Source: an optimization exercise on an open RTL-to-GDS flow (aim: small area). Production flows keep margins and buffers that such runs may drop. At most, simulation tests tie the RTL to the original design; equivalence was not proved. For run 3, only the layout was checked, not whether the RTL still works. Power figures rest on the tool's default switching activity, not on a simulated workload.

<file path="design/flow/design.v">
package rv32_isa_pkg;
    typedef enum logic [4:0] {
        OP_ADD    = 5'b00000,
        OP_SLL    = 5'b00001,
        OP_SLT    = 5'b00010,
        OP_SLTU   = 5'b00011,
        OP_XOR    = 5'b00100,
        OP_SRL    = 5'b00101,
        OP_OR     = 5'b00110,
        OP_AND    = 5'b00111,
        OP_SUB    = 5'b01000,
        OP_SRA    = 5'b01101,
        OP_MUL    = 5'b10000,
        OP_MULH   = 5'b10001,
        OP_MULHSU = 5'b10010,
        OP_MULHU  = 5'b10011,
        OP_DIV    = 5'b10100,
        OP_DIVU   = 5'b10101,
        OP_REM    = 5'b10110,
        OP_REMU   = 5'b10111
    } exec_op_e;
    function automatic logic is_muldiv(input exec_op_e op);
        is_muldiv = op[4];
    endfunction
endpackage
package rv32_flow_pkg;
    typedef logic [4-1:0] tag_t;
    typedef logic [$clog2(4 + 2)-1:0] credit_t;
    typedef enum logic [1:0] {
        MD_IDLE = 2'b00,
        MD_MUL  = 2'b01,
        MD_DIV  = 2'b10,
        MD_DONE = 2'b11   
    } md_state_e;
endpackage
`timescale 1ns/1ns
module rv32_exec_cluster (
    input  logic                   clk_i,
    input  logic                   rst_n_i,
    input  logic                   issue_valid_i,
    input  rv32_isa_pkg::exec_op_e issue_op_i,
    input  logic [32-1:0]       issue_a_i,
    input  logic [32-1:0]       issue_b_i,
    input  rv32_flow_pkg::tag_t    issue_tag_i,
    output logic                   issue_credit_o,
    input  logic                   res_credit_i,
    output logic                   res_valid_o,
    output rv32_flow_pkg::tag_t    res_tag_o,
    output logic [32-1:0]       res_data_o
);
    localparam logic [1:0] PH_PRE  = 2'd0;
    localparam logic [1:0] PH_MAIN = 2'd1;
    localparam logic [1:0] PH_POST = 2'd2;
    localparam logic [1:0] PH_DONE = 2'd3;
    logic [31:0] q_a   [3];
    logic [31:0] q_b   [3];
    logic [4:0]  q_op  [3];
    logic [3:0]  q_tag [3];
    logic [1:0]  q_wp, q_rp, q_n;
    logic [31:0] h_a, h_b;
    logic [4:0]  h_op;
    logic [3:0]  h_tag;
    logic        wv;
    logic [1:0]  ph;
    logic [5:0]  cnt;
    logic [4:0]  op;
    logic [3:0]  tag;
    logic [31:0] A, B;
    logic [32:0] ACC;
    logic        c, fneg;
    logic [2:0]  cr;
    logic done, pop, load;
    assign done = wv && (ph == PH_DONE);
    assign pop  = done && (cr != 3'd0);
    assign load = (q_n != 2'd0) && (!wv || pop);
    assign h_a   = q_a[q_rp];
    assign h_b   = q_b[q_rp];
    assign h_op  = q_op[q_rp];
    assign h_tag = q_tag[q_rp];
    always_ff @(posedge clk_i) begin
        if (issue_valid_i) begin
            q_a[q_wp]   <= issue_a_i;
            q_b[q_wp]   <= issue_b_i;
            q_op[q_wp]  <= issue_op_i;
            q_tag[q_wp] <= issue_tag_i;
        end
    end
    always_ff @(posedge clk_i) begin
        if (!rst_n_i) begin
            q_wp <= 2'd0;
            q_rp <= 2'd0;
            q_n  <= 2'd0;
            cr   <= 3'd0;
        end else begin
            if (issue_valid_i) q_wp <= (q_wp == 2'd2) ? 2'd0 : q_wp + 2'd1;
            if (load)          q_rp <= (q_rp == 2'd2) ? 2'd0 : q_rp + 2'd1;
            q_n <= q_n + 2'(issue_valid_i) - 2'(load);
            cr  <= cr + 3'(res_credit_i) - 3'(pop);
        end
    end
    logic is_md, is_mul, is_div, is_shift, is_slt, is_log, sgn_div, is_rem;
    logic mul_sa, mul_sb, mulh_any;
    assign is_md    = op[4];
    assign is_mul   = op[4] && !op[2];
    assign is_div   = op[4] && op[2];
    assign is_shift = !op[4] && (op[1:0] == 2'b01);
    assign is_slt   = !op[4] && (op[2:1] == 2'b01);
    assign is_log   = !op[4] && op[2] && (op[1:0] != 2'b01);   
    assign sgn_div  = !op[0];
    assign is_rem   = op[4] && op[2] && op[1];
    assign mul_sa   = (op[1:0] == 2'b01) || (op[1:0] == 2'b10);
    assign mul_sb   = (op[1:0] == 2'b01);
    assign mulh_any = (op[1:0] != 2'b00);
    logic last31, last32, sh_end;
    assign last31 = (cnt[4:0] == 5'd31);
    assign last32 = cnt[5];
    assign sh_end = (cnt[4:0] == B[4:0]);
    logic m_mul, m_div, m_chain, m_rot, m_shift, m_sltfix, m_neg;
    assign m_mul    = (ph == PH_MAIN) && is_mul;
    assign m_div    = (ph == PH_MAIN) && is_div;
    assign m_chain  = (ph == PH_POST) && is_md && (is_mul || is_rem);
    assign m_shift  = (ph == PH_MAIN) && is_shift && !sh_end;
    assign m_sltfix = (ph == PH_POST) && !is_md;
    assign m_rot    = (ph == PH_PRE) || ((ph == PH_POST) && is_div && !is_rem) ||
                      ((ph == PH_MAIN) && !is_md && !is_shift);
    assign m_neg    = (ph == PH_PRE) || ((ph == PH_POST) && is_div && fneg);
    logic        inv, bext, cond, ext;
    logic [33:0] S;
    logic [32:0] sel;
    logic        ge;
    assign bext = m_div ? (sgn_div && B[31]) : (mul_sb && B[31]);
    assign inv  = m_div ? !(sgn_div && B[31]) : (last31 && mul_sa);
    assign S    = {1'b0, ACC} + {1'b0, {bext, B} ^ {33{inv}}} + 34'(inv);
    assign ge   = S[33];
    assign cond = m_mul ? A[0] : (m_div ? ge : 1'b0);
    assign sel  = cond ? S[32:0] : ACC;
    assign ext  = m_mul && mul_sb && sel[32];
    logic Bj, P, Q, ci, s, co, first, cinit, negp, lt, tin;
    assign Bj    = B[cnt[4:0]];
    assign first = (m_chain && is_rem) ? (cnt == 6'd1) : (cnt == 6'd0);
    assign P     = (m_chain || m_mul) ? sel[0] : A[0];
    assign Q     = ((ph == PH_MAIN) && !is_md) ? (Bj ^ (op[3] || is_slt)) : 1'b0;
    assign cinit = m_neg || ((ph == PH_MAIN) && !is_md && (op[3] || is_slt)) ||
                   (m_chain && is_rem && fneg);
    assign ci    = first ? cinit : c;
    assign negp  = m_neg || (m_chain && is_rem && fneg);
    assign s     = (P ^ negp) ^ Q ^ ci;
    assign co    = ((P ^ negp) & Q) | ((P ^ negp) & ci) | (Q & ci);
    assign lt    = (!op[0] && (A[0] ^ B[31])) ^ !co;
    always_comb begin
        if (is_shift)                    tin = A[31] && op[3];
        else if (is_slt)                 tin = 1'b0;
        else if (is_log && op[1:0] == 2'b10) tin = A[0] | Bj;
        else if (is_log && op[1:0] == 2'b11) tin = A[0] & Bj;
        else if (is_log)                 tin = A[0] ^ Bj;
        else                             tin = s;
    end
    always_ff @(posedge clk_i) begin
        if (load) begin
            A   <= h_a;
            B   <= h_b;
            ACC <= '0;
            op  <= h_op;
            tag <= h_tag;
        end else begin
            if (m_div)
                ACC <= {sel[31:0], A[31]};
            else
                ACC <= {ext, sel[32:1]};
            if (m_div)
                A <= {A[30:0], ge};
            else if (m_shift && !op[2])
                A <= {A[30:0], 1'b0};
            else if (m_sltfix)
                A <= {A[30:0], c};
            else if (m_mul || m_chain || m_rot || m_shift)
                A <= {tin, A[31:1]};
        end
    end
    always_ff @(posedge clk_i) begin
        if (load) begin
            c    <= 1'b0;
            fneg <= h_op[4] && h_op[2] && !h_op[0] &&
                    (h_op[1] ? h_a[31] : (h_a[31] ^ h_b[31]));
        end else begin
            if ((ph == PH_MAIN) && is_slt && last31)
                c <= lt;
            else
                c <= co;
            if (m_div && cnt == 6'd0 && ge && !is_rem)
                fneg <= 1'b0;
        end
    end
    always_ff @(posedge clk_i) begin
        if (!rst_n_i) begin
            wv  <= 1'b0;
            ph  <= PH_DONE;
            cnt <= '0;
        end else if (load) begin
            wv  <= 1'b1;
            cnt <= '0;
            ph  <= (h_op[4] && h_op[2] && !h_op[0] && h_a[31]) ? PH_PRE : PH_MAIN;
        end else if (pop) begin
            wv <= 1'b0;
        end else if (wv) begin
            cnt <= cnt + 6'd1;
            case (ph)
                PH_PRE: if (last31) begin
                    ph  <= PH_MAIN;
                    cnt <= '0;
                end
                PH_MAIN: begin
                    if (is_div) begin
                        if (last32) begin
                            ph  <= (is_rem || fneg) ? PH_POST : PH_DONE;
                            cnt <= '0;
                        end
                    end else if (is_shift) begin
                        if (sh_end) ph <= PH_DONE;
                    end else if (last31) begin
                        ph  <= ((is_mul && mulh_any) || is_slt) ? PH_POST : PH_DONE;
                        cnt <= '0;
                    end
                end
                PH_POST: begin
                    if (is_slt || (is_rem ? last32 : last31)) ph <= PH_DONE;
                end
                default: ;
            endcase
        end
    end
    assign res_valid_o    = pop;
    assign issue_credit_o = pop;
    assign res_tag_o      = tag;
    assign res_data_o     = A;
endmodule
</file>
<file path="design/flow/run.sh">
#!/bin/bash
# synth_recipe.tcl (not shown) runs the flow's synth.tcl, then flattens the netlist and writes it again
# the make line also repeats each setting of config.mk as NAME=value (left out here)
make -C /OpenROAD-flow-scripts/flow DESIGN_CONFIG=/design/flow/config.mk WORK_HOME=/design/flow/orfs CLKGATE_MAP_FILE= SYNTH_SCRIPT=/design/flow/synth_recipe.tcl finish
</file>
<file path="design/flow/config.mk">
export PLATFORM = sky130hd
export DESIGN_NAME = rv32_exec_cluster
export DESIGN_NICKNAME = rv32_exec_cluster
export VERILOG_FILES = /design/flow/design.v
export SDC_FILE = /design/flow/constraint.sdc
export NUM_CORES = 4
export LEC_CHECK = 0
export CAP_MARGIN = 20
export CORE_MARGIN = 2
export CORE_UTILIZATION = 40
export SLEW_MARGIN = 20
</file>
<file path="design/flow/constraint.sdc">
create_clock -name core_clock -period 10.0 [get_ports {clk_i}]
set_input_delay 2.0000 -clock core_clock [delete_from_list [all_inputs] [get_ports {clk_i}]]
set_output_delay 2.0000 -clock core_clock [all_outputs]
set_load 0.01 [all_outputs]
</file>
==> reports/qor.log, run 1 <==
INFO  outcome        status=timing/DRC/antenna clean
INFO  synthesis      synthesis.area_per_instance=12.5squm
INFO  placement      portbufs=114
INFO  timing         setup_viol_count_final=0
INFO  die            die_footprint=0.0432sqmm
INFO  timing         setup_total_negative_slack=0ns
INFO  die            pin_count=115
INFO  detailed_routing vias_per_cell=5.41
INFO  synthesis      synthMostInstantiatedCell=edfxtp_1
INFO  synthesis      asyncSetResetFlopFracSynth=0%
INFO  critical_path  critPathLaunchType=flip-flop
INFO  timing         slew-limit-headroom=32.4%
INFO  placement      dpl_worst_slack=3.53ns
INFO  timing         final.min_clock_period=6.48ns
INFO  critical_path  critical_path_required=10.27ns
INFO  timing         layout_setup_ws=3.52ns
INFO  finish         ff_latch_area=0.00989sqmm
INFO  critical_path  worst_path_most_repeated_cell=o21ai_0
INFO  global_routing globalRouteOverflowTotal=0
INFO  timing         crit_share_post_route=64.8%
INFO  flow_run       max-cap-violations=0
INFO  synthesis      synthesis.yosys.warnings=1
INFO  timing         setup_repair_after_global_routing_missed_its_margin=no
INFO  detailed_routing ant_nets=0
INFO  finish         diodes=0
INFO  detailed_routing route.vias.total=10,700
INFO  cts            number_of_hold_buffers_added_after_cts=0
INFO  cts            post_cts_resized=0
INFO  finish         fillCellCount=3,698
INFO  power          design_power_total=5.99mW
INFO  detailed_routing wl_per_instance=18.8microns
INFO  finish         nNetsFinal=1,552
INFO  cts            cts_tree=yes
INFO  power          power.sequential.fraction=38.0%
INFO  critical_path  maximum_cell_stage_delay_along_the_critical_path=0.72ns
INFO  critical_path  cpMaxStageDelayCell=edfxtp_1
INFO  global_routing pin_count_of_the_biggest_net_entering_global_routing=91
INFO  placement      detailedPlacementHpwl=24.3mm
INFO  die            fp.dieH=208microns
INFO  synthesis      synth_commonest_cells=edfxtp_1 (293), mux2i_1 (124), nand2_1 (118), a21oi_1 (86), nor2_1 (83)
INFO  detailed_routing drc=0
INFO  cts            clock_tree.buffer_depth=3
INFO  critical_path  critical_path.cell_chain=nand2_1 -> nor2_2 -> a21oi_1 -> a31oi_4 -> buf_4 -> xor2_1 -> ha_1 -> a2111oi_0 -> o21ai_1 -> a2bb2oi_2 -> o31ai_1 -> or3_4 -> nand2_1 -> nor3_1 -> a211oi_1 -> xnor2_1 -> fa_1 -> o21ai_0 -> o211ai_1 -> o21ai_0 -> o21ai_0
INFO  timing         clock_skew=0.0196ns
INFO  die            floorplan.initialDensity=40.6%
INFO  die            placeable_area=0.0409sqmm
INFO  synthesis      syn_nets=1,464
INFO  critical_path  crit_type=flip-flop to flip-flop
INFO  timing         slew_violations=0
INFO  cts            cts_inserted_buffers=39
INFO  critical_path  worst-endpoint-arrival=6.75ns
INFO  cts            clk_root_buffer_cell=clkbuf_16
INFO  placement      placed_cells_incl_taps=1,912
INFO  power          leakage=6.92nW
INFO  cts            tritoncts_sinks=347
INFO  power          power.share.combinational=40.2%
INFO  cts            cts_post_setup_buffers_inserted=0
INFO  synthesis      yosys.area.top_type=edfxtp_1
INFO  die            num_rows=74
INFO  power          clkPwrFrac=21.8%
INFO  synthesis      postSynthRegisterBits=347
INFO  cts            clk_transition_reported_paths=0.06ns
INFO  synthesis      syn-cell-area=0.0166sqmm
INFO  power          power.switching_fraction=37.4%
INFO  cts            h_tree_depth_reported_by_cts=2
INFO  critical_path  worst-path-max-fanout=30
INFO  global_routing grt.total_usage=17.1%
INFO  finish         stdcell_count=1,977
INFO  critical_path  cell_type_group_with_the_largest_total_delay_on_the_critical_path=compound AO/OA/AOI/OAI gates
INFO  critical_path  worstPathBufferInverterCount=1
INFO  timing         worst-slew-pin-transition=1.01ns
INFO  timing         hold_viol=0
INFO  detailed_routing postRouteWirelength=37.1mm
INFO  placement      gpl.final_weighted_congestion=0.850
INFO  synthesis      part_of_the_yosys_area_used_for_sequential_elements=59.5%
INFO  synthesis      syn-instance-count=1,333
INFO  synthesis      fraction_of_synthesized_cell_area_taken_by_the_top_area_cell_type=53.0%
INFO  critical_path  crit_path_end_kind=flip-flop
INFO  cts            clk_latency=0.56ns
INFO  synthesis      synth_enable_flop_cells=293
INFO  synthesis      yosys-top-cells-area=edfxtp_1 (53%), mux2i_1 (7.5%), dfxtp_1 (6.5%)
INFO  finish         post_route_cells_drive_above_1_share=6.85%
INFO  power          vdd.ir_drop.worst=0.149mV
INFO  global_routing grt_first_pass_wirelength=58.4mm
INFO  finish         layout-area-overhead-vs-synth=16.6%
INFO  power          total_internal_power=3.75mW
INFO  global_routing number_of_global_route_vias_before_repair=10,400
INFO  synthesis      dominantRegCellSynth=edfxtp_1
INFO  timing         fmax=154MHz
INFO  detailed_routing detailedRoute.firstIterationViolations=706
INFO  finish         multi_input_area=0.00634sqmm
INFO  global_routing grt_antenna_before_repair=1
INFO  power          power-per-cell-area=309mW/mm^2
INFO  power          netSwitchingPower=2.24mW
INFO  detailed_routing drtPass1Iterations=7
INFO  hold_path      hold_path.class=flip-flop to flip-flop
INFO  synthesis      synthDistinctLibCells=72
INFO  die            die-width=208microns
INFO  timing         hold_ws=0.519ns
==> metrics by stage <==
step	util (%)	area [sq um]
after floorplan	-	16600
after global placement	44.5	18200
after detailed placement	44.5	18200
after CTS	47.3	19400
after global routing	47.3	19400
final	47.3	19400
==> worst paths after layout <==
kind / startpoint / end / slack [ns] / cells past startpoint
worst max-delay path: op[2] / A[31] / 3.52 / 21
worst min-delay path: q_b[2][19] / B[19] / 0.52 / 2
worst max register to register: op[2] / A[31] / 3.52 / 21
worst min register to register: q_b[2][19] / B[19] / 0.52 / 2
==> power groups by stage <==
stage          clock (mW)  combinational, mW  sequential, mW
2_1_floorplan           0               1.78            2.16
4_1_cts              1.34               2.42            2.28
5_1_grt              1.39               2.67            2.31
6_report             1.31               2.41            2.27
3_3_place_gp            0               2.38            2.31
3_5_place_dp            0               2.40            2.30
==> flip-flops by register name, summed over array words and instances (netlist names), named ones only <==
register and count:
cr 3, tag 4, wv 1, q_n 2, cnt 6, op 5, c 1, q_rp 2
q_wp 2, ACC 33, q_op 15, q_a 96, q_tag 12, ph 2, fneg 1, q_b 96
B 32, A 32
==> cells by family (layout without fill, tap and decap cells) <==
logic type / after synthesis / count (layout) / share of synthesized area [%]
AO/OA/AOI/OAI: 319 / 319 / 12.4
AND/OR/NAND/NOR: 295 / 295 / 8.10
buffers and inverters: 104 / 216 / 2.65
XOR/XNOR: 73 / 73 / 3.85
flip-flops: 347 / 347 / 59.5
adder cells (fa/ha/maj): 54 / 54 / 4.20
multiplexers: 141 / 141 / 9.33
==> layer usage <==
layer  vias to the layer above  routed length (microns)  GRT usage, %  share of wire, %
met3                        50                     1830          3.00               4.9
met2                       240                    17300          27.2                47
li1                       5199                        -             -                 -
met4                         2                      783          5.77               2.1
met1                      5202                    17200          23.7                46
met5                         -                       11             0             0.030
==> area by class of cell <==
class / count / share of cell area [%]
clock buffer: 53 / 5.53
clock inverter: 12 / 0.400
inverter: 25 / 0.484
multi-input combinational: 882 / 32.7
sequential: 347 / 51.0
tap: 532 / 3.44
timing repair buffer: 126 / 6.36
==> worst reg2reg max path: cells and delay by family (launching register included) <==
kind | cells | cell delay, ns
fa+ha+maj | 2 | 0.87
simple gates | 5 | 1.93
buf+inv | 1 | 0.44
xor+xnor | 2 | 0.29
compound gates | 11 | 1.93
flops | 1 | 0.72
==> placed cells by master (no fill, tap or decap), types with 3 or more instances in the layout <==
cell type        synthesis  final
edfxtp_1               293    293
mux2i_1                124    124
nand2_1                118    118
clkdlybuf4s50_1          0    114
a21oi_1                 86     86
nor2_1                  83     80
o21ai_0                 80     79
a211oi_1                56     56
dfxtp_1                 54     52
ha_1                    51     51
xor2_1                  42     42
clkbuf_16                0     41
xnor2_1                 31     31
inv_1                   24     24
and3_1                  18     18
a21o_1                  15     15
nand3_1                 13     12
and2_1                  12     12
clkbuf_1                54     12
buf_4                    2     12
nor3_1                  11     11
o211ai_1                10     10
mux4_2                  10     10
nand4_1                  9      9
nand2b_1                 9      9
a31oi_1                 10      9
o21a_1                   8      8
mux2_2                   6      6
a21boi_0                 6      6
o22ai_1                  6      6
nor2b_1                  5      5
nand3b_1                 5      5
o311ai_0                 4      4
a221oi_1                 4      4
clkinv_2                 0      4
clkinv_1                 1      4
a41oi_1                  3      3
fa_1                     3      3
clkinvlp_4               0      3
==> run 2: changes to the inputs <==
--- a/design/flow/config.mk
+++ b/design/flow/config.mk
@@ -10,2 +10,3 @@
 export CORE_UTILIZATION = 40
+export CTS_BUF_LIST = sky130_fd_sc_hd__clkbuf_4
 export SLEW_MARGIN = 20
==> run 2 against run 1 <==
Effect of this change:
- still clean on timing, DRC and antenna
- sequential cell count did not move
- sequential share of layout area barely moved
- sequential power barely moved
- critical path depth did not move
- utilization barely moved
- worst setup slack got worse by 0.050 ns
- clock skew rose by 0.027 ns
- die area did not move
- clock-buffer cell count rose by 88
- final cell count rose by 4.8%
- critical path type unchanged
- critical endpoint unchanged
==> reports/qor.log, run 2 <==
INFO  synthesis      fraction_of_synthesized_cell_area_taken_by_the_top_area_cell_type=53.0% [unchanged]
INFO  synthesis      synth_compound_area_share=12.4% [unchanged]
INFO  timing         fmax=153MHz [was 154 MHz]
INFO  cts            tritoncts_sinks=347 [unchanged]
INFO  hold_path      hold_path.class=flip-flop to flip-flop [unchanged]
INFO  die            fp.dieH=208microns [unchanged]
INFO  global_routing met3_usage=4.22% [was 3.00%]
INFO  detailed_routing drtPass1Iterations=5 [was 7]
INFO  placement      place_area=0.0182sqmm [unchanged]
INFO  synthesis      asyncSetResetFlopFracSynth=0% [unchanged]
INFO  timing         final.min_clock_period=6.53ns [was 6.48 ns]
INFO  detailed_routing drc=0 [unchanged]
INFO  synthesis      part_of_the_yosys_area_used_for_sequential_elements=59.5% [unchanged]
INFO  placement      detailedPlacementHpwl=24.3mm [unchanged]
INFO  synthesis      synthAdderAreaFrac=4.20% [unchanged]
INFO  synthesis      synth_simple_gate_area_share=8.10% [unchanged]
INFO  synthesis      synthMostInstantiatedCell=edfxtp_1 [unchanged]
INFO  cts            cts_inserted_buffers=91 [was 39]
INFO  detailed_routing ant_nets=0 [unchanged]
INFO  timing         worst-slew-pin-transition=1.01ns [about the same]
INFO  synthesis      dominantRegCellSynth=edfxtp_1 [unchanged]
INFO  finish         layout.cells.most_common=edfxtp_1 [unchanged]
INFO  placement      gpl.final_weighted_congestion=0.850 [unchanged]
INFO  cts            h_tree_depth_reported_by_cts=3 [was 2]
INFO  die            pin_count=115 [unchanged]
INFO  synthesis      syn_nets=1,464 [unchanged]
INFO  global_routing grt.met1_usage=23.4% [was 23.7%]
INFO  detailed_routing wl_per_instance=18.1microns [was 18.8 microns]
INFO  die            die_footprint=0.0432sqmm [unchanged]
INFO  finish         end_of_flow_core_utilization=47.4% [was 47.3%]
INFO  global_routing groute.layer.met2.usage=27.2% [about the same]
INFO  outcome        status=timing/DRC/antenna clean [unchanged]
INFO  synthesis      synth-xor-area-share=3.85% [unchanged]
INFO  detailed_routing detailedRoute.firstIterationViolations=633 [was 706]
INFO  global_routing number_of_global_route_vias_before_repair=10,900 [was 10,400]
INFO  critical_path  worst-path-max-fanout=30 [unchanged]
INFO  timing         setup_repair_after_global_routing_missed_its_margin=no [unchanged]
INFO  timing         crit_share_post_route=65.3% [was 64.8%]
INFO  finish         design_area=0.0194sqmm [about the same]
INFO  flow_run       max-cap-violations=0 [unchanged]
INFO  die            placeable_area=0.0409sqmm [unchanged]
INFO  finish         layout-area-overhead-vs-synth=16.8% [was 16.6%]
INFO  cts            clk_root_buffer_cell=clkbuf_4 [was clkbuf_16]
INFO  timing         slew-limit-headroom=32.5% [was 32.4%]
INFO  timing         hold_viol=0 [unchanged]
INFO  synthesis      yosys.area.top_type=edfxtp_1 [unchanged]
INFO  finish         layout_common_cells=edfxtp_1 (293), clkbuf_4 (141), mux2i_1 (124) [was edfxtp_1 (293), mux2i_1 (124), nand2_1 (118)]
INFO  timing         hold_ws=0.507ns [was 0.519 ns]
INFO  timing         setup_total_negative_slack=0ns [unchanged]
INFO  timing         setup_viol_count_final=0 [unchanged]
INFO  finish         nNetsFinal=1,604 [was 1,552]
INFO  global_routing pin_count_of_the_biggest_net_entering_global_routing=91 [unchanged]
INFO  synthesis      syn-instance-count=1,333 [unchanged]
INFO  synthesis      post_synth_mux_area_share=9.33% [unchanged]
INFO  finish         post_route_cells_drive_above_1_share=12.8% [was 6.85%]
INFO  cts            cts_post_setup_buffers_inserted=0 [unchanged]
INFO  critical_path  worst-endpoint-arrival=7.01ns [was 6.75 ns]
INFO  cts            number_of_hold_buffers_added_after_cts=0 [unchanged]
INFO  global_routing globalRouteOverflowTotal=0 [unchanged]
INFO  die            floorplan.initialDensity=40.6% [unchanged]
INFO  synthesis      syn-cell-area=0.0166sqmm [unchanged]
INFO  synthesis      synthDistinctLibCells=72 [unchanged]
INFO  finish         stdcell_count=2,072 [was 1,977]
INFO  global_routing grt.total_usage=17.2% [was 17.1%]
INFO  placement      placed_cells_incl_taps=1,912 [unchanged]
INFO  power          vdd.ir_drop.worst=0.135mV [was 0.149 mV]
INFO  global_routing busiest_layer=met2 [unchanged]
INFO  timing         slew_violations=0 [unchanged]
INFO  cts            cts_tree=yes [unchanged]
INFO  cts            clk_latency=0.76ns [was 0.56 ns]
INFO  synthesis      synth_top_family_by_area=compound AO/OA/AOI/OAI gates [unchanged]
INFO  power          leakage=7.07nW [was 6.92 nW]
INFO  synthesis      synthesis.yosys.warnings=1 [unchanged]
INFO  critical_path  critPathLaunchType=flip-flop [unchanged]
INFO  die            num_rows=74 [unchanged]
INFO  cts            clk_transition_reported_paths=0.07ns [was 0.06 ns]
INFO  critical_path  crit_path_end_kind=flip-flop [unchanged]
INFO  synthesis      synth_enable_flop_cells=293 [unchanged]
INFO  detailed_routing vias_per_cell=5.29 [was 5.41]
INFO  critical_path  crit_type=flip-flop to flip-flop [unchanged]
INFO  detailed_routing route.vias.total=11,000 [was 10,700]
INFO  critical_path  critical_path_required=10.48ns [was 10.27 ns]
INFO  timing         clock_skew=0.0466ns [was 0.0196 ns]
INFO  placement      portbufs=114 [unchanged]
INFO  global_routing grt_antenna_before_repair=2 [was 1]
INFO  die            die-width=208microns [unchanged]
INFO  synthesis      synthesis.area_per_instance=12.5squm [unchanged]
INFO  power          power-per-cell-area=305mW/mm^2 [was 309 mW/mm^2]
INFO  finish         biggestRegsByFlops=q_a x96, q_b x96, ACC x33 [unchanged]
INFO  synthesis      synth_commonest_cells=edfxtp_1 (293), mux2i_1 (124), nand2_1 (118), a21oi_1 (86), nor2_1 (83) [unchanged]
INFO  synthesis      yosys-top-cells-area=edfxtp_1 (53%), mux2i_1 (7.5%), dfxtp_1 (6.5%) [unchanged]
INFO  cts            post_cts_resized=0 [unchanged]
INFO  detailed_routing postRouteWirelength=37.6mm [was 37.1 mm]
INFO  cts            clock_tree.buffer_depth=3 [unchanged]
INFO  global_routing grt_first_pass_wirelength=59.0mm [was 58.4 mm]
INFO  synthesis      postSynthRegisterBits=347 [unchanged]
==> run 2: cell counts after synthesis <==
Identical to the previous run, type by type.
==> run 2: final cells by class <==
type | instances | area (sq um)
timing repair buffer | 126 | 1230
clock inverter | 18 | 106
tap | 532 | 666
clock buffer | 141 | 1060
sequential | 347 | 9890
fill | 3747 | 21500
multi-input combinational | 882 | 6340
antenna | 1 | 2.50
inverter | 25 | 93.8
==> run 2: where the power goes <==
part	switching, mW	internal [mW]	total, mW
sequential	0.308	1.97	2.27
clock	0.565	0.663	1.23
combinational	1.38	1.03	2.41
total	2.25	3.66	5.91
==> run 2: per-layer routing <==
layer | share of wire (%) | vias to the layer above
met4 | 1.6 | 2
met5 | 0.035 | -
li1 | - | 5356
met2 | 46 | 269
met3 | 5.5 | 49
met1 | 46 | 5276
==> run 2: final timing paths <==
check / start / endpoint / slack (ns) / cells after the start
worst max-delay path: op[2] / A[31] / 3.47 / 21
worst min-delay path: q_b[2][24] / B[24] / 0.51 / 2
worst max register to register: op[2] / A[31] / 3.47 / 21
worst min register to register: q_b[2][24] / B[24] / 0.51 / 2
==> run 2: cell families (layout without fill, tap and decap cells) <==
kind of cell / count (synthesis) / in the layout
flops: 347 / 347
other cells: 0 / 1
mux: 141 / 141
fa+ha+maj: 54 / 54
compound gates: 319 / 319
xor+xnor: 73 / 73
buf+inv: 104 / 310
simple gates: 295 / 295
==> run 2: critical path, stage by stage, from the launching register on <==
cell and delay, ns:
edfxtp_1 0.72, nand2_1 0.23, nor2_2 0.68, a21oi_1 0.16
a31oi_4 0.18, buf_4 0.44, xor2_1 0.13, ha_1 0.39
a2111oi_0 0.40, o21ai_1 0.19, a2bb2oi_2 0.21, o31ai_1 0.12
or3_4 0.38, nand2_1 0.58, nor3_1 0.11, a211oi_1 0.29
xnor2_1 0.13, fa_1 0.48, o21ai_0 0.08, o211ai_1 0.11
o21ai_0 0.11, o21ai_0 0.09
==> run 2: stage by stage <==
stage	setup WS, ns	total power, mW
floorplan	2.07	3.95
detailed placement	3.53	4.71
global placement	3.61	4.69
finish	3.47	5.91
global route	2.91	6.33
CTS	3.50	5.97
==> run 3: changes to the inputs <==
--- a/design/flow/design.v
+++ b/design/flow/design.v
@@ -58,3 +58,4 @@
     logic [3:0]  q_tag [3];
-    logic [1:0]  q_wp, q_rp, q_n;
+    logic [2:0]  q_wp, q_rp;   
+    logic [1:0]  q_n;
     logic [31:0] h_a, h_b;
@@ -75,12 +76,19 @@
     assign load = (q_n != 2'd0) && (!wv || pop);
-    assign h_a   = q_a[q_rp];
-    assign h_b   = q_b[q_rp];
-    assign h_op  = q_op[q_rp];
-    assign h_tag = q_tag[q_rp];
-    always_ff @(posedge clk_i) begin
-        if (issue_valid_i) begin
-            q_a[q_wp]   <= issue_a_i;
-            q_b[q_wp]   <= issue_b_i;
-            q_op[q_wp]  <= issue_op_i;
-            q_tag[q_wp] <= issue_tag_i;
+    always_comb begin
+        h_a = '0; h_b = '0; h_op = '0; h_tag = '0;
+        for (int i = 0; i < 3; i++) begin
+            h_a   = h_a   | (q_a[i]   & {32{q_rp[i]}});
+            h_b   = h_b   | (q_b[i]   & {32{q_rp[i]}});
+            h_op  = h_op  | (q_op[i]  & {5{q_rp[i]}});
+            h_tag = h_tag | (q_tag[i] & {4{q_rp[i]}});
+        end
+    end
+    always_ff @(posedge clk_i) begin
+        for (int i = 0; i < 3; i++) begin
+            if (issue_valid_i && q_wp[i]) begin
+                q_a[i]   <= issue_a_i;
+                q_b[i]   <= issue_b_i;
+                q_op[i]  <= issue_op_i;
+                q_tag[i] <= issue_tag_i;
+            end
         end
@@ -89,4 +97,4 @@
         if (!rst_n_i) begin
-            q_wp <= 2'd0;
-            q_rp <= 2'd0;
+            q_wp <= 3'b001;
+            q_rp <= 3'b001;
             q_n  <= 2'd0;
@@ -94,4 +102,4 @@
         end else begin
-            if (issue_valid_i) q_wp <= (q_wp == 2'd2) ? 2'd0 : q_wp + 2'd1;
-            if (load)          q_rp <= (q_rp == 2'd2) ? 2'd0 : q_rp + 2'd1;
+            if (issue_valid_i) q_wp <= {q_wp[1:0], q_wp[2]};
+            if (load)          q_rp <= {q_rp[1:0], q_rp[2]};
             q_n <= q_n + 2'(issue_valid_i) - 2'(load);
@@ -126,13 +134,38 @@
     assign m_neg    = (ph == PH_PRE) || ((ph == PH_POST) && is_div && fneg);
-    logic        inv, bext, cond, ext;
+    logic        inv, bext, ext;
     logic [33:0] S;
-    logic [32:0] sel;
     logic        ge;
     assign bext = m_div ? (sgn_div && B[31]) : (mul_sb && B[31]);
-    assign inv  = m_div ? !(sgn_div && B[31]) : (last31 && mul_sa);
-    assign S    = {1'b0, ACC} + {1'b0, {bext, B} ^ {33{inv}}} + 34'(inv);
+    logic [32:0] ax;
+    logic [17:0] cl;
+    logic [16:0] ch0, ch1;
+    logic [15:0] sh0, sh1;
+    assign ax    = {bext, B} ^ {33{inv}};
+    assign cl[0] = inv;
+    assign ch0[0] = 1'b0;
+    assign ch1[0] = 1'b1;
+    for (genvar i = 0; i < 17; i++) begin : g_lo
+        assign S[i]    = ACC[i] ^ ax[i] ^ cl[i];
+        assign cl[i+1] = (ACC[i] & ax[i]) | (ACC[i] & cl[i]) | (ax[i] & cl[i]);
+    end
+    for (genvar i = 0; i < 16; i++) begin : g_hi
+        assign sh0[i]    = ACC[17+i] ^ ax[17+i] ^ ch0[i];
+        assign ch0[i+1]  = (ACC[17+i] & ax[17+i]) | (ACC[17+i] & ch0[i]) | (ax[17+i] & ch0[i]);
+        assign sh1[i]    = ACC[17+i] ^ ax[17+i] ^ ch1[i];
+        assign ch1[i+1]  = (ACC[17+i] & ax[17+i]) | (ACC[17+i] & ch1[i]) | (ax[17+i] & ch1[i]);
+    end
+    assign S[32:17] = cl[17] ? sh1 : sh0;
+    assign S[33]    = cl[17] ? ch1[16] : ch0[16];
     assign ge   = S[33];
-    assign cond = m_mul ? A[0] : (m_div ? ge : 1'b0);
-    assign sel  = cond ? S[32:0] : ACC;
-    assign ext  = m_mul && mul_sb && sel[32];
+    logic [31:0] divn;
+    logic [32:0] muln;
+    assign divn = ge ? S[31:0] : ACC[31:0];
+    assign muln = (m_mul && A[0]) ? S[32:0] : ACC;
+    assign ext  = m_mul && mul_sb && muln[32];
+    always_ff @(posedge clk_i) begin
+        if (load)
+            inv <= h_op[4] && h_op[2] && !(!h_op[0] && h_b[31]);
+        else if (m_mul)
+            inv <= (cnt[4:0] == 5'd31) && mul_sa;
+    end
     logic Bj, P, Q, ci, s, co, first, cinit, negp, lt, tin;
@@ -140,3 +173,3 @@
     assign first = (m_chain && is_rem) ? (cnt == 6'd1) : (cnt == 6'd0);
-    assign P     = (m_chain || m_mul) ? sel[0] : A[0];
+    assign P     = m_mul ? (A[0] ? S[0] : ACC[0]) : (m_chain ? ACC[0] : A[0]);
     assign Q     = ((ph == PH_MAIN) && !is_md) ? (Bj ^ (op[3] || is_slt)) : 1'b0;
@@ -166,5 +199,5 @@
             if (m_div)
-                ACC <= {sel[31:0], A[31]};
+                ACC <= {divn, A[31]};
             else
-                ACC <= {ext, sel[32:1]};
+                ACC <= {ext, muln[32:1]};
             if (m_div)
@@ -200,3 +233,3 @@
             wv  <= 1'b1;
-            cnt <= '0;
+            cnt <= {5'd0, h_op[4] && !h_op[2]};   
             ph  <= (h_op[4] && h_op[2] && !h_op[0] && h_a[31]) ? PH_PRE : PH_MAIN;
@@ -219,3 +252,3 @@
                         if (sh_end) ph <= PH_DONE;
-                    end else if (last31) begin
+                    end else if (is_mul ? last32 : last31) begin
                         ph  <= ((is_mul && mulh_any) || is_slt) ? PH_POST : PH_DONE;
==> run 3 against run 2 <==
Effect of this change:
- clock-buffer cell count down 11
- largest power group unchanged
- power down 4.3%
- non-clock buffer count up 10
- hold slack worse by 0.031 ns
- still clean
- area after synthesis down 5.0%
- maximum frequency down 32%
- routed wire length down 3.9%
- sequential share of layout area up 2.3 points
- highest routed layer unchanged
- die area down 4.9%
==> reports/qor.log, run 3 <==
INFO  critical_path  maximum_cell_stage_delay_along_the_critical_path=0.48ns [was 0.72 ns]
INFO  finish         layout_common_cells=edfxtp_1 (294), clkbuf_4 (130), clkdlybuf4s50_1 (114) [was edfxtp_1 (293), clkbuf_4 (141), mux2i_1 (124)]
INFO  die            pin_count=115 [unchanged]
INFO  placement      portbufs=114 [unchanged]
INFO  synthesis      synthAdderAreaFrac=5.14% [was 4.20%]
INFO  hold_path      hold_path.class=flip-flop to flip-flop [unchanged]
INFO  timing         slew-limit-headroom=33.6% [was 32.5%]
INFO  synthesis      synth-xor-area-share=3.43% [was 3.85%]
INFO  placement      gpl.final_weighted_congestion=0.811 [was 0.850]
INFO  flow_run       max-cap-violations=0 [unchanged]
INFO  timing         clock_skew=0.0535ns [was 0.0466 ns]
INFO  critical_path  worst-endpoint-arrival=9.99ns [was 7.01 ns]
INFO  timing         fmax=105MHz [was 153 MHz]
INFO  detailed_routing detailedRoute.firstIterationViolations=1,058 [was 633]
INFO  cts            clk_transition_reported_paths=0.07ns [about the same]
INFO  cts            tritoncts_sinks=348 [was 347]
INFO  timing         hold_viol=0 [unchanged]
INFO  synthesis      dominantRegCellSynth=edfxtp_1 [unchanged]
INFO  timing         setup_total_negative_slack=0ns [unchanged]
INFO  global_routing pin_count_of_the_biggest_net_entering_global_routing=71 [was 91]
INFO  timing         worst-slew-pin-transition=0.994ns [was 1.01 ns]
INFO  synthesis      synthesis.area_per_instance=13.2squm [was 12.5 sq um]
INFO  cts            h_tree_depth_reported_by_cts=3 [unchanged]
INFO  detailed_routing vias_per_cell=5.42 [was 5.29]
INFO  die            die_footprint=0.0410sqmm [was 0.0432 sq mm]
INFO  detailed_routing ant_nets=0 [unchanged]
INFO  timing         setup_repair_after_global_routing_missed_its_margin=no [unchanged]
INFO  critical_path  cpMaxStageDelayCell=edfxtp_1 [unchanged]
INFO  detailed_routing route.vias.total=10,500 [was 11,000]
INFO  synthesis      postSynthRegisterBits=348 [was 347]
INFO  critical_path  crit_type=flip-flop to flip-flop [unchanged]
INFO  synthesis      synth_compound_area_share=13.6% [was 12.4%]
INFO  detailed_routing wl_per_instance=18.7microns [was 18.1 microns]
INFO  finish         end_of_flow_core_utilization=48.0% [was 47.4%]
INFO  global_routing grt_antenna_before_repair=4 [was 2]
INFO  cts            clock_tree.buffer_depth=3 [unchanged]
INFO  critical_path  worst_path_most_repeated_cell=fa_1 [was o21ai_0]
INFO  critical_path  critical_path_required=10.44ns [was 10.48 ns]
INFO  global_routing globalRouteOverflowTotal=0 [unchanged]
INFO  synthesis      synth_simple_gate_area_share=6.58% [was 8.10%]
INFO  critical_path  worst-path-max-fanout=13 [was 30]
INFO  synthesis      synthDistinctLibCells=68 [was 72]
INFO  power          power.sequential.fraction=39.5% [was 38.5%]
INFO  power          netSwitchingPower=2.08mW [was 2.25 mW]
INFO  die            num_rows=72 [was 74]
INFO  cts            cts_tree=yes [unchanged]
INFO  synthesis      synthesis.yosys.warnings=5 [was 1]
INFO  cts            clk_root_buffer_cell=clkbuf_4 [unchanged]
INFO  power          power.switching_fraction=36.8% [was 38.1%]
INFO  finish         layout.cells.most_common=edfxtp_1 [unchanged]
INFO  synthesis      asyncSetResetFlopFracSynth=0% [unchanged]
INFO  synthesis      synth_enable_flop_cells=294 [was 293]
INFO  finish         post_route_cells_drive_above_1_share=15.9% [was 12.8%]
INFO  outcome        status=timing/DRC/antenna clean [unchanged]
INFO  critical_path  worstPathBufferInverterCount=2 [was 1]
INFO  detailed_routing drtPass1Iterations=5 [unchanged]
INFO  synthesis      synth_top_family_by_area=compound AO/OA/AOI/OAI gates [unchanged]
INFO  die            fp.dieH=203microns [was 208 microns]
INFO  timing         slew_violations=0 [unchanged]
INFO  power          clkPwrFrac=20.6% [was 20.8%]
INFO  synthesis      post_synth_mux_area_share=4.60% [was 9.33%]
INFO  finish         nNetsFinal=1,484 [was 1,604]
INFO  critical_path  critPathLaunchType=flip-flop [unchanged]
INFO  global_routing grt_first_pass_wirelength=57.2mm [was 59.0 mm]
INFO  timing         crit_share_post_route=95.5% [was 65.3%]
INFO  power          power.share.combinational=39.9% [was 40.8%]
INFO  detailed_routing postRouteWirelength=36.1mm [was 37.6 mm]
INFO  critical_path  cell_type_group_with_the_largest_total_delay_on_the_critical_path=adder cells [was simple AND/OR/NAND/NOR gates]
INFO  critical_path  crit_path_end_kind=flip-flop [unchanged]
INFO  synthesis      syn-cell-area=0.0158sqmm [was 0.0166 sq mm]
INFO  cts            clk_latency=0.73ns [was 0.76 ns]
INFO  placement      placed_cells_incl_taps=1,775 [was 1,912]
INFO  finish         fillCellCount=3,482 [was 3,747]
INFO  timing         hold_ws=0.476ns [was 0.507 ns]
INFO  synthesis      syn-instance-count=1,196 [was 1,333]
INFO  timing         final.min_clock_period=9.55ns [was 6.53 ns]
INFO  die            floorplan.initialDensity=40.6% [about the same]
INFO  placement      detailedPlacementHpwl=22.2mm [was 24.3 mm]
INFO  global_routing grt.total_usage=17.5% [was 17.2%]
INFO  synthesis      synth_commonest_cells=edfxtp_1 (294), nand2_1 (107), o21ai_0 (96), inv_1 (78), a222oi_1 (70) [was edfxtp_1 (293), mux2i_1 (124), nand2_1 (118), a21oi_1 (86), nor2_1 (83)]
INFO  detailed_routing drc=0 [unchanged]
INFO  global_routing number_of_global_route_vias_before_repair=10,600 [was 10,900]
INFO  power          leakage=6.50nW [was 7.07 nW]
INFO  synthesis      fraction_of_synthesized_cell_area_taken_by_the_top_area_cell_type=56.0% [was 53.0%]
INFO  cts            number_of_hold_buffers_added_after_cts=0 [unchanged]
INFO  synthesis      synthMostInstantiatedCell=edfxtp_1 [unchanged]
INFO  timing         setup_viol_count_final=0 [unchanged]
INFO  power          power-per-cell-area=304mW/mm^2 [was 305 mW/mm^2]
INFO  power          vdd.ir_drop.worst=0.149mV [was 0.135 mV]
INFO  synthesis      syn_nets=1,327 [was 1,464]
INFO  placement      place_area=0.0174sqmm [was 0.0182 sq mm]
INFO  finish         biggestRegsByFlops=q_a x96, q_b x96, ACC x33 [unchanged]
INFO  die            placeable_area=0.0388sqmm [was 0.0409 sq mm]
INFO  finish         layout-area-overhead-vs-synth=18.0% [was 16.8%]
INFO  die            die-width=203microns [was 208 microns]
INFO  synthesis      yosys-top-cells-area=edfxtp_1 (56%), dfxtp_1 (6.9%), a222oi_1 (4.4%) [was edfxtp_1 (53%), mux2i_1 (7.5%), dfxtp_1 (6.5%)]
INFO  synthesis      yosys.area.top_type=edfxtp_1 [unchanged]
INFO  power          total_internal_power=3.58mW [was 3.66 mW]
INFO  finish         stdcell_count=1,933 [was 2,072]
INFO  cts            cts_inserted_buffers=91 [unchanged]
INFO  synthesis      part_of_the_yosys_area_used_for_sequential_elements=62.8% [was 59.5%]
INFO  finish         design_area=0.0186sqmm [was 0.0194 sq mm]
## run 3: changes by cell type after synthesis, moves of 14 or more
| cell | previous run | this run |
|---|---|---|
| a222oi_1 | 0 | 70 |
| nor2_1 | 83 | 39 |
| inv_1 | 24 | 78 |
| o2111ai_1 | 1 | 15 |
| mux2_2 | 6 | 32 |
| o21ai_0 | 80 | 96 |
| fa_1 | 3 | 18 |
| mux2i_1 | 124 | 14 |
| ha_1 | 51 | 36 |
| xor2_1 | 42 | 25 |
| a211oi_1 | 56 | 12 |
| a21oi_1 | 86 | 38 |
## run 3: layout make-up
cell class / instances / area, sq um / area share [%]
antenna: 3 / 7.51 / 0.0403
clock buffer: 130 / 976 / 5.24
clock inverter: 22 / 114 / 0.612
inverter: 80 / 300 / 1.61
multi-input combinational: 696 / 5320 / 28.6
sequential: 348 / 9910 / 53.2
tap: 518 / 648 / 3.48
timing repair buffer: 136 / 1340 / 7.18
## run 3: worst paths after layout
kind / start / slack, ns / cells after the start / endpoint
max reg2reg: inv / 0.45 / 28 / A[0]
min reg2reg: q_wp[0] / 0.48 / 2 / q_wp[0]
min: q_wp[0] / 0.48 / 2 / q_wp[0]
max: inv / 0.45 / 28 / A[0]
## run 3: cells by family after synthesis
group	after synthesis
muxes	56
xor gates and xnor gates	61
and+or+nand+nor	226
buffers and inverters	152
adders and majority gates	54
AOI/OAI and AO/OA	299
DFF	348
## run 3: power groups by stage
stage	Clock, mW	Combinational [mW]	Sequential, mW
floorplan	0	1.59	2.18
global placement	0	2.22	2.26
detailed placement	0	2.23	2.26
CTS	1.21	2.24	2.23
global route	1.28	2.54	2.27
finish	1.17	2.25	2.24
## run 3: what timing repair did
action                     4_1_cts  5_1_grt
resized for setup                0        8
setup endpoints to repair        0       23
buffers inserted                 0        2
## run 3: per-layer routing
layer  track usage (%)  wire length, microns  up-vias
met4              5.53                   405        4
li1                  -                     -     4952
met5                 0                    27        -
met1              23.9                 16500     5160
met2              27.8                 16800      314
met3              4.11                  2290       38
## run 3: worst reg2reg max path: cells and delay by family, from the launching register on
kind                     cells  cell delay (ns)
AND/OR/NAND/NOR              2             0.44
flip-flops                   1             0.48
buffers and inverters        2             0.24
adder cells (fa/ha/maj)     16             6.29
AO/OA/AOI/OAI                7             1.59
XOR/XNOR                     1             0.22
## run 3: stage by stage
step | worst slack, ns | power [mW]
floorplan | 0.0322 | 3.77
global placement | 0.272 | 4.48
detailed placement | 0.209 | 4.49
CTS | 0.199 | 5.69
global route | 0.0182 | 6.09
finish | 0.445 | 5.66
==> run 4: changes to the inputs <==
--- a/design/flow/design.v
+++ b/design/flow/design.v
@@ -62,3 +62,2 @@
     logic [4:0]  h_op;
-    logic [3:0]  h_tag;
     logic        wv;
@@ -77,8 +76,9 @@
     always_comb begin
-        h_a = '0; h_b = '0; h_op = '0; h_tag = '0;
+        h_op = '0;
+        h_a = '0;
+        h_b = '0;
         for (int i = 0; i < 3; i++) begin
-            h_a   = h_a   | (q_a[i]   & {32{q_rp[i]}});
-            h_b   = h_b   | (q_b[i]   & {32{q_rp[i]}});
             h_op  = h_op  | (q_op[i]  & {5{q_rp[i]}});
-            h_tag = h_tag | (q_tag[i] & {4{q_rp[i]}});
+            h_a[31] = h_a[31] | (q_a[i][31] & q_rp[i]);
+            h_b[31] = h_b[31] | (q_b[i][31] & q_rp[i]);
         end
@@ -125,4 +125,5 @@
     assign sh_end = (cnt[4:0] == B[4:0]);
-    logic m_mul, m_div, m_chain, m_rot, m_shift, m_sltfix, m_neg;
+    logic m_mul, m_div, m_chain, m_rot, m_shift, m_sltfix, m_neg, m_alu;
     assign m_mul    = (ph == PH_MAIN) && is_mul;
+    assign m_alu    = (ph == PH_MAIN) && !is_md && !is_shift;
     assign m_div    = (ph == PH_MAIN) && is_div;
@@ -134,3 +135,3 @@
     assign m_neg    = (ph == PH_PRE) || ((ph == PH_POST) && is_div && fneg);
-    logic        inv, bext, ext;
+    logic        inv, bext;
     logic [33:0] S;
@@ -159,7 +160,2 @@
     assign ge   = S[33];
-    logic [31:0] divn;
-    logic [32:0] muln;
-    assign divn = ge ? S[31:0] : ACC[31:0];
-    assign muln = (m_mul && A[0]) ? S[32:0] : ACC;
-    assign ext  = m_mul && mul_sb && muln[32];
     always_ff @(posedge clk_i) begin
@@ -171,3 +167,3 @@
     logic Bj, P, Q, ci, s, co, first, cinit, negp, lt, tin;
-    assign Bj    = B[cnt[4:0]];
+    assign Bj    = B[0];   
     assign first = (m_chain && is_rem) ? (cnt == 6'd1) : (cnt == 6'd0);
@@ -181,3 +177,3 @@
     assign co    = ((P ^ negp) & Q) | ((P ^ negp) & ci) | (Q & ci);
-    assign lt    = (!op[0] && (A[0] ^ B[31])) ^ !co;
+    assign lt    = (!op[0] && (A[0] ^ Bj)) ^ !co;
     always_comb begin
@@ -190,23 +186,49 @@
     end
+    logic        a_l, a_r, bin;
+    logic        d_s, d_a, u_s, u_a;
+    logic [2:0]  ld;
+    logic [5:0]  sel_a;
+    logic [3:0]  sel_b, sel_c;
+    logic [4:0]  sel_br;
+    logic [31:0] a_nx, b_nx;
+    logic [32:0] acc_nx;
+    logic [3:0]  tag_nx;
+    logic [4:0]  op_nx;
+    assign ld    = q_rp & {3{load}};
+    assign a_l   = m_div || (m_shift && !op[2]) || m_sltfix;
+    assign a_r   = !a_l && (m_mul || m_chain || m_rot || m_shift);
+    assign bin   = (m_div && ge) || (m_sltfix && c);
+    assign sel_a = {ld, !load && a_l, !load && a_r, !load && !a_l && !a_r};
+    assign sel_b = {ld, !load};
+    assign sel_br = {ld, !load && !m_alu, !load && m_alu};
+    assign d_s   = !load && m_div && ge;
+    assign d_a   = !load && m_div && !ge;
+    assign u_s   = !load && m_mul && A[0];
+    assign u_a   = !load && !m_div && !(m_mul && A[0]);
+    assign sel_c = {d_s, d_a, u_s, u_a};
+    for (genvar k = 0; k < 32; k++) begin : g_ab
+        rv32_ao6 u_a (.d({q_a[2][k], q_a[1][k], q_a[0][k],
+                          (k == 0) ? bin : A[(k + 31) % 32],
+                          (k == 31) ? tin : A[(k + 1) % 32], A[k]}),
+                      .s(sel_a), .y(a_nx[k]));
+        rv32_ao5 u_b (.d({q_b[2][k], q_b[1][k], q_b[0][k], B[k], B[(k + 1) % 32]}), .s(sel_br), .y(b_nx[k]));
+    end
+    for (genvar k = 0; k < 4; k++) begin : g_tag
+        rv32_ao4 u_t (.d({q_tag[2][k], q_tag[1][k], q_tag[0][k], tag[k]}), .s(sel_b), .y(tag_nx[k]));
+    end
+    for (genvar k = 0; k < 5; k++) begin : g_op
+        rv32_ao4 u_o (.d({q_op[2][k], q_op[1][k], q_op[0][k], op[k]}), .s(sel_b), .y(op_nx[k]));
+    end
+    rv32_ao4 u_c0 (.d({A[31], A[31], S[1], ACC[1]}), .s(sel_c), .y(acc_nx[0]));
+    for (genvar k = 1; k < 32; k++) begin : g_c
+        rv32_ao4 u_c (.d({S[k-1], ACC[k-1], S[k+1], ACC[k+1]}), .s(sel_c), .y(acc_nx[k]));
+    end
+    rv32_ao4 u_c32 (.d({S[31], ACC[31], mul_sb && S[32], m_mul && mul_sb && ACC[32]}),
+                    .s(sel_c), .y(acc_nx[32]));
     always_ff @(posedge clk_i) begin
-        if (load) begin
-            A   <= h_a;
-            B   <= h_b;
-            ACC <= '0;
-            op  <= h_op;
-            tag <= h_tag;
-        end else begin
-            if (m_div)
-                ACC <= {divn, A[31]};
-            else
-                ACC <= {ext, muln[32:1]};
-            if (m_div)
-                A <= {A[30:0], ge};
-            else if (m_shift && !op[2])
-                A <= {A[30:0], 1'b0};
-            else if (m_sltfix)
-                A <= {A[30:0], c};
-            else if (m_mul || m_chain || m_rot || m_shift)
-                A <= {tin, A[31:1]};
-        end
+        A   <= a_nx;
+        B   <= b_nx;
+        op  <= op_nx;
+        tag <= tag_nx;
+        ACC <= acc_nx;
     end
@@ -269 +291,52 @@
 endmodule
+module rv32_aoi3 (
+    input  logic [2:0] d,
+    input  logic [2:0] s,
+    output logic       y
+);
+    assign y = !(|(d & s));
+endmodule
+module rv32_ao6 (
+    input  logic [5:0] d,
+    input  logic [5:0] s,
+    output logic       y
+);
+    logic n0, n1;
+    rv32_aoi3  u_lo (.d(d[2:0]), .s(s[2:0]), .y(n0));
+    rv32_aoi3  u_hi (.d(d[5:3]), .s(s[5:3]), .y(n1));
+    rv32_nand2 u_y  (.a(n0), .b(n1), .y(y));
+endmodule
+module rv32_ao4 (
+    input  logic [3:0] d,
+    input  logic [3:0] s,
+    output logic       y
+);
+    logic n0, n1;
+    rv32_aoi3  u_lo (.d(d[2:0]), .s(s[2:0]), .y(n0));
+    rv32_nand2 u_n1 (.a(d[3]), .b(s[3]), .y(n1));
+    rv32_nand2 u_y  (.a(n0), .b(n1), .y(y));
+endmodule
+module rv32_ao5 (
+    input  logic [4:0] d,
+    input  logic [4:0] s,
+    output logic       y
+);
+    logic n0, n1;
+    rv32_aoi3  u_lo (.d(d[2:0]), .s(s[2:0]), .y(n0));
+    rv32_aoi2  u_hi (.d(d[4:3]), .s(s[4:3]), .y(n1));
+    rv32_nand2 u_y  (.a(n0), .b(n1), .y(y));
+endmodule
+module rv32_aoi2 (
+    input  logic [1:0] d,
+    input  logic [1:0] s,
+    output logic       y
+);
+    assign y = !(|(d & s));
+endmodule
+module rv32_nand2 (
+    input  logic a,
+    input  logic b,
+    output logic y
+);
+    assign y = !(a && b);
+endmodule
--- a/design/flow/config.mk
+++ b/design/flow/config.mk
@@ -10,3 +10,6 @@
 export CORE_UTILIZATION = 40
-export CTS_BUF_LIST = sky130_fd_sc_hd__clkbuf_4
+export CTS_BUF_LIST = sky130_fd_sc_hd__clkbuf_8
+export CTS_CLUSTER_DIAMETER = 50
+export CTS_CLUSTER_SIZE = 16
 export SLEW_MARGIN = 20
+export SYNTH_HIERARCHICAL = 1
==> run 4 against run 3 <==
Effect of this change:
- maximum frequency rose by 5.2%
- largest power group is now sequential cells
- final cell count is 9.3% lower
- highest routed layer is now met4
- area after synthesis down 6.6%
==> reports/qor.log, run 4 <==
INFO  outcome        status=timing/DRC/antenna clean [unchanged]
INFO  cts            cts_post_setup_buffers_inserted=0 [unchanged]
INFO  timing         clock_skew=0.0260ns [was 0.0535 ns]
INFO  detailed_routing drtPass1Iterations=8 [was 5]
INFO  synthesis      dominantRegCellSynth=edfxtp_1 [unchanged]
INFO  die            fp.dieH=196microns [was 203 microns]
INFO  placement      portbufs=114 [unchanged]
INFO  critical_path  critPathLaunchType=flip-flop [unchanged]
INFO  critical_path  cpMaxStageDelayCell=o32ai_1 [was edfxtp_1]
INFO  timing         setup_viol_count_final=0 [unchanged]
INFO  synthesis      synthesis.yosys.warnings=11 [was 5]
INFO  detailed_routing detailedRoute.firstIterationViolations=1,311 [was 1,058]
INFO  critical_path  r2r-start=inv [unchanged]
INFO  cts            cts_tree=yes [unchanged]
INFO  synthesis      synthDistinctLibCells=64 [was 68]
INFO  timing         slew_violations=0 [unchanged]
INFO  timing         hold_viol=0 [unchanged]
INFO  flow_run       max-cap-violations=0 [unchanged]
INFO  power          leakage=6.29nW [was 6.50 nW]
INFO  timing         setup_repair_after_global_routing_missed_its_margin=no [unchanged]
INFO  timing         worst-slew-pin-transition=0.870ns [was 0.994 ns]
INFO  critical_path  regToRegEndpoint=A[0] [unchanged]
INFO  timing         fmax=110MHz [was 105 MHz]
INFO  finish         biggestRegsByFlops=q_a x96, q_b x96, ACC x33 [unchanged]
INFO  cts            post_cts_resized=0 [unchanged]
INFO  critical_path  crit_end=A[0] [unchanged]
INFO  power          vdd.ir_drop.worst=0.155mV [was 0.149 mV]
INFO  finish         post_route_cells_drive_above_1_share=9.95% [was 15.9%]
INFO  timing         crit_share_post_route=90.8% [was 95.5%]
INFO  detailed_routing ant_nets=0 [unchanged]
INFO  synthesis      fraction_of_synthesized_cell_area_taken_by_the_top_area_cell_type=45.1% [was 56.0%]
INFO  global_routing globalRouteOverflowTotal=0 [unchanged]
INFO  die            pin_count=115 [unchanged]
INFO  die            die-width=196microns [was 203 microns]
INFO  critical_path  maximum_cell_stage_delay_along_the_critical_path=0.52ns [was 0.48 ns]
INFO  cts            number_of_hold_buffers_added_after_cts=0 [unchanged]
INFO  die            die_footprint=0.0384sqmm [was 0.0410 sq mm]
INFO  synthesis      postSynthRegisterBits=348 [unchanged]
INFO  synthesis      syn_nets=1,239 [was 1,327]
INFO  hold_path      hold_path.class=flip-flop to flip-flop [unchanged]
INFO  finish         diodes=0 [was 3]
INFO  detailed_routing postRouteWirelength=35.2mm [was 36.1 mm]
INFO  cts            tritoncts_sinks=348 [unchanged]
INFO  cts            clock_tree.buffer_depth=3 [unchanged]
INFO  synthesis      yosys.area.top_type=edfxtp_1 [unchanged]
INFO  finish         layout-area-overhead-vs-synth=17.1% [was 18.0%]
INFO  finish         stdcell_count=1,754 [was 1,933]
INFO  critical_path  regToRegSetupSlack=0.92ns [was 0.45 ns]
INFO  die            floorplan.initialDensity=40.4% [was 40.6%]
INFO  detailed_routing wl_per_instance=20.0microns [was 18.7 microns]
INFO  critical_path  worstRegToRegCells=28 [unchanged]
INFO  synthesis      part_of_the_yosys_area_used_for_sequential_elements=62.3% [was 62.8%]
INFO  synthesis      yosys-top-cells-area=edfxtp_1 (45%), dfxtp_1 (17%), a222oi_1 (9.8%) [was edfxtp_1 (56%), dfxtp_1 (6.9%), a222oi_1 (4.4%)]
INFO  cts            cts_inserted_buffers=34 [was 91]
INFO  synthesis      synth_enable_flop_cells=221 [was 294]
INFO  detailed_routing vias_per_cell=5.68 [was 5.42]
INFO  die            placeable_area=0.0364sqmm [was 0.0388 sq mm]
INFO  die            num_rows=70 [was 72]
INFO  cts            clk_transition_reported_paths=0.10ns [was 0.07 ns]
INFO  finish         layout_common_cells=edfxtp_1 (221), nand2_1 (176), a222oi_1 (144) [was edfxtp_1 (294), clkbuf_4 (130), clkdlybuf4s50_1 (114)]
INFO  timing         final.min_clock_period=9.08ns [was 9.55 ns]
INFO  critical_path  critical_path_required=10.43ns [was 10.44 ns]
INFO  timing         slew-limit-headroom=42.0% [was 33.6%]
INFO  synthesis      synthMostInstantiatedCell=edfxtp_1 [unchanged]
INFO  power          power-per-cell-area=282mW/mm^2 [was 304 mW/mm^2]
INFO  cts            h_tree_depth_reported_by_cts=2 [was 3]
INFO  global_routing grt_first_pass_wirelength=55.5mm [was 57.2 mm]
INFO  critical_path  crit_type=flip-flop to flip-flop [unchanged]
INFO  critical_path  crit_path_start=inv [unchanged]
INFO  detailed_routing route.vias.total=9,968 [was 10,500]
INFO  global_routing pin_count_of_the_biggest_net_entering_global_routing=59 [was 71]
INFO  synthesis      asyncSetResetFlopFracSynth=0% [unchanged]
INFO  critical_path  worst-path-max-fanout=5 [was 13]
INFO  critical_path  worst-endpoint-arrival=9.51ns [was 9.99 ns]
INFO  detailed_routing drc=0 [unchanged]
INFO  placement      gpl.final_weighted_congestion=0.831 [was 0.811]
INFO  finish         nNetsFinal=1,392 [was 1,484]
INFO  synthesis      syn-cell-area=0.0147sqmm [was 0.0158 sq mm]
INFO  timing         setup_total_negative_slack=0ns [unchanged]
INFO  synthesis      synth_commonest_cells=edfxtp_1 (221), nand2_1 (176), a222oi_1 (144), dfxtp_1 (127), inv_1 (62) [was edfxtp_1 (294), nand2_1 (107), o21ai_0 (96), inv_1 (78), a222oi_1 (70)]
INFO  cts            clk_latency=0.57ns [was 0.73 ns]
INFO  critical_path  worst_path_most_repeated_cell=fa_1 [unchanged]
INFO  placement      detailedPlacementHpwl=22.1mm [was 22.2 mm]
INFO  cts            clk_root_buffer_cell=clkbuf_8 [was clkbuf_4]
INFO  global_routing number_of_global_route_vias_before_repair=9,995 [was 10,600]
INFO  global_routing grt.total_usage=18.3% [was 17.5%]
INFO  synthesis      syn-instance-count=1,108 [was 1,196]
INFO  critical_path  crit_path_end_kind=flip-flop [unchanged]
INFO  global_routing grt_antenna_before_repair=0 [was 4]
INFO  synthesis      synthesis.area_per_instance=13.3squm [was 13.2 sq um]
INFO  finish         layout.cells.most_common=edfxtp_1 [unchanged]
INFO  placement      placed_cells_incl_taps=1,693 [was 1,775]
## run 4: changes by cell type after synthesis, sizes merged, moves of 16 or more
| cell | change |
|---|---|
| o21ai | -85 |
| a222oi | +74 |
| dfxtp | +73 |
| edfxtp | -73 |
| nand2 | +69 |
| clkbuf | -49 |
| mux2 | -32 |
| a22oi | +30 |
| inv | -16 |
## run 4: report_power, final
part           switching [mW]  internal [mW]
combinational            1.11          0.831
clock                   0.518          0.364
sequential              0.270           1.77
## run 4: layout make-up
type,count,area (sq um)
fillers,3262,19200
flip-flops and latches,348,9180
multi-input cells,683,5300
repair buffers,131,1270
well taps,468,586
clock buffers,37,509
inverters,63,236
clock inverters,24,171
## run 4: critical path, delay by kind of cell, from the launching register on
kind / cells / cell delay [ns]
flops: 1 / 0.42
fa+ha+maj: 16 / 5.91
simple gates: 3 / 0.68
buf+inv: 2 / 0.18
compound gates: 7 / 1.73
## run 4: logic make-up (layout without fill, tap and decap cells)
| group | Yosys count | after routing | synth area share [%] |
|---|---|---|---|
| muxes | 3 | 3 | 0.204 |
| and+or+nand+nor | 288 | 288 | 8.77 |
| DFF | 348 | 348 | 62.3 |
| AOI/OAI and AO/OA | 278 | 278 | 17.4 |
| adders and majority gates | 54 | 54 | 5.51 |
| xor gates and xnor gates | 60 | 60 | 3.62 |
| buffers and inverters | 77 | 255 | 2.13 |
## run 4: worst min path at each step
stage                      startpoint     end  slack [ns]  depth (start not counted)
final                     q_tag[2][0]  tag[0]        0.42                          2
after global routing      q_tag[2][0]  tag[0]        0.44                          2
after detailed placement  q_tag[2][3]  tag[3]        0.42                          2
after floorplan            q_op[2][3]   op[3]        0.41                          2
after CTS                 q_tag[2][0]  tag[0]        0.42                          2
after global placement    q_tag[2][3]  tag[3]        0.42                          2
## run 4: metal layers
metal / vias up / track usage [%] / wire [microns] / part of all wire (%)
met5: - / 0 / 0 / 0
li1: 4709 / - / - / -
met2: 295 / 31.1 / 16900 / 48
met4: 0 / 5.16 / 671 / 1.9
met3: 48 / 3.80 / 2140 / 6.1
met1: 4916 / 23.7 / 15400 / 44
## run 4: metrics by stage
stage	area, sq um	total power, mW	setup slack (ns)	util [%]	hold WS, ns
floorplan	14700	3.34	0.131	-	0.412
global placement	16600	3.98	1.10	45.5	0.415
detailed placement	16600	4.02	0.984	45.5	0.418
CTS	17200	4.90	0.958	47.3	0.423
global route	17200	5.20	0.392	47.3	0.439
finish	17200	4.86	0.917	47.3	0.416
## run 4: modules after synthesis (local to each module, per instance), a selection
module             cell area [sq um]  flops+latches  times used  cells inside
rv32_exec_cluster              12400            348           1           790
rv32_aoi2                       12.5              0          32             1
rv32_aoi3                       10.0              0         138             1
rv32_nand2                      3.75              0         148             1

==> what the ideal ports hide <==
The flow's constraints put no driver on any port. The routed layouts listed below were extracted and timed again, unchanged, in two steps.
Step 1: set_driving_cell puts a clkbuf_16 on clk_i and a buf_2 on each other input, an assumption about the parent block.
Step 2, shift: input delay + t, output delay - t, t = (earliest + latest rising clock arrival at the registers) / 2. This alone moves slack from input paths to output paths.
Three values: ideal ports, drivers, drivers and shift; two values: the first two.
run | t (ns) | setup WS [ns] | worst hold slack (ns)
run 1 | 0.606 | 3.522 / 3.522 / 3.522 | 0.519 / 0.519 / 0.519
run 2 | 0.781 | 3.472 / 3.472 / 3.472 | 0.507 / 0.507 / 0.507
run 3 | 0.748 | 0.445 / 0.445 / 0.445 | 0.476 / 0.476 / 0.476
run 4 | 0.603 | 0.917 / 0.917 / 0.917 | 0.416 / 0.416 / 0.416
After both steps setup and hold are still met in every run listed.
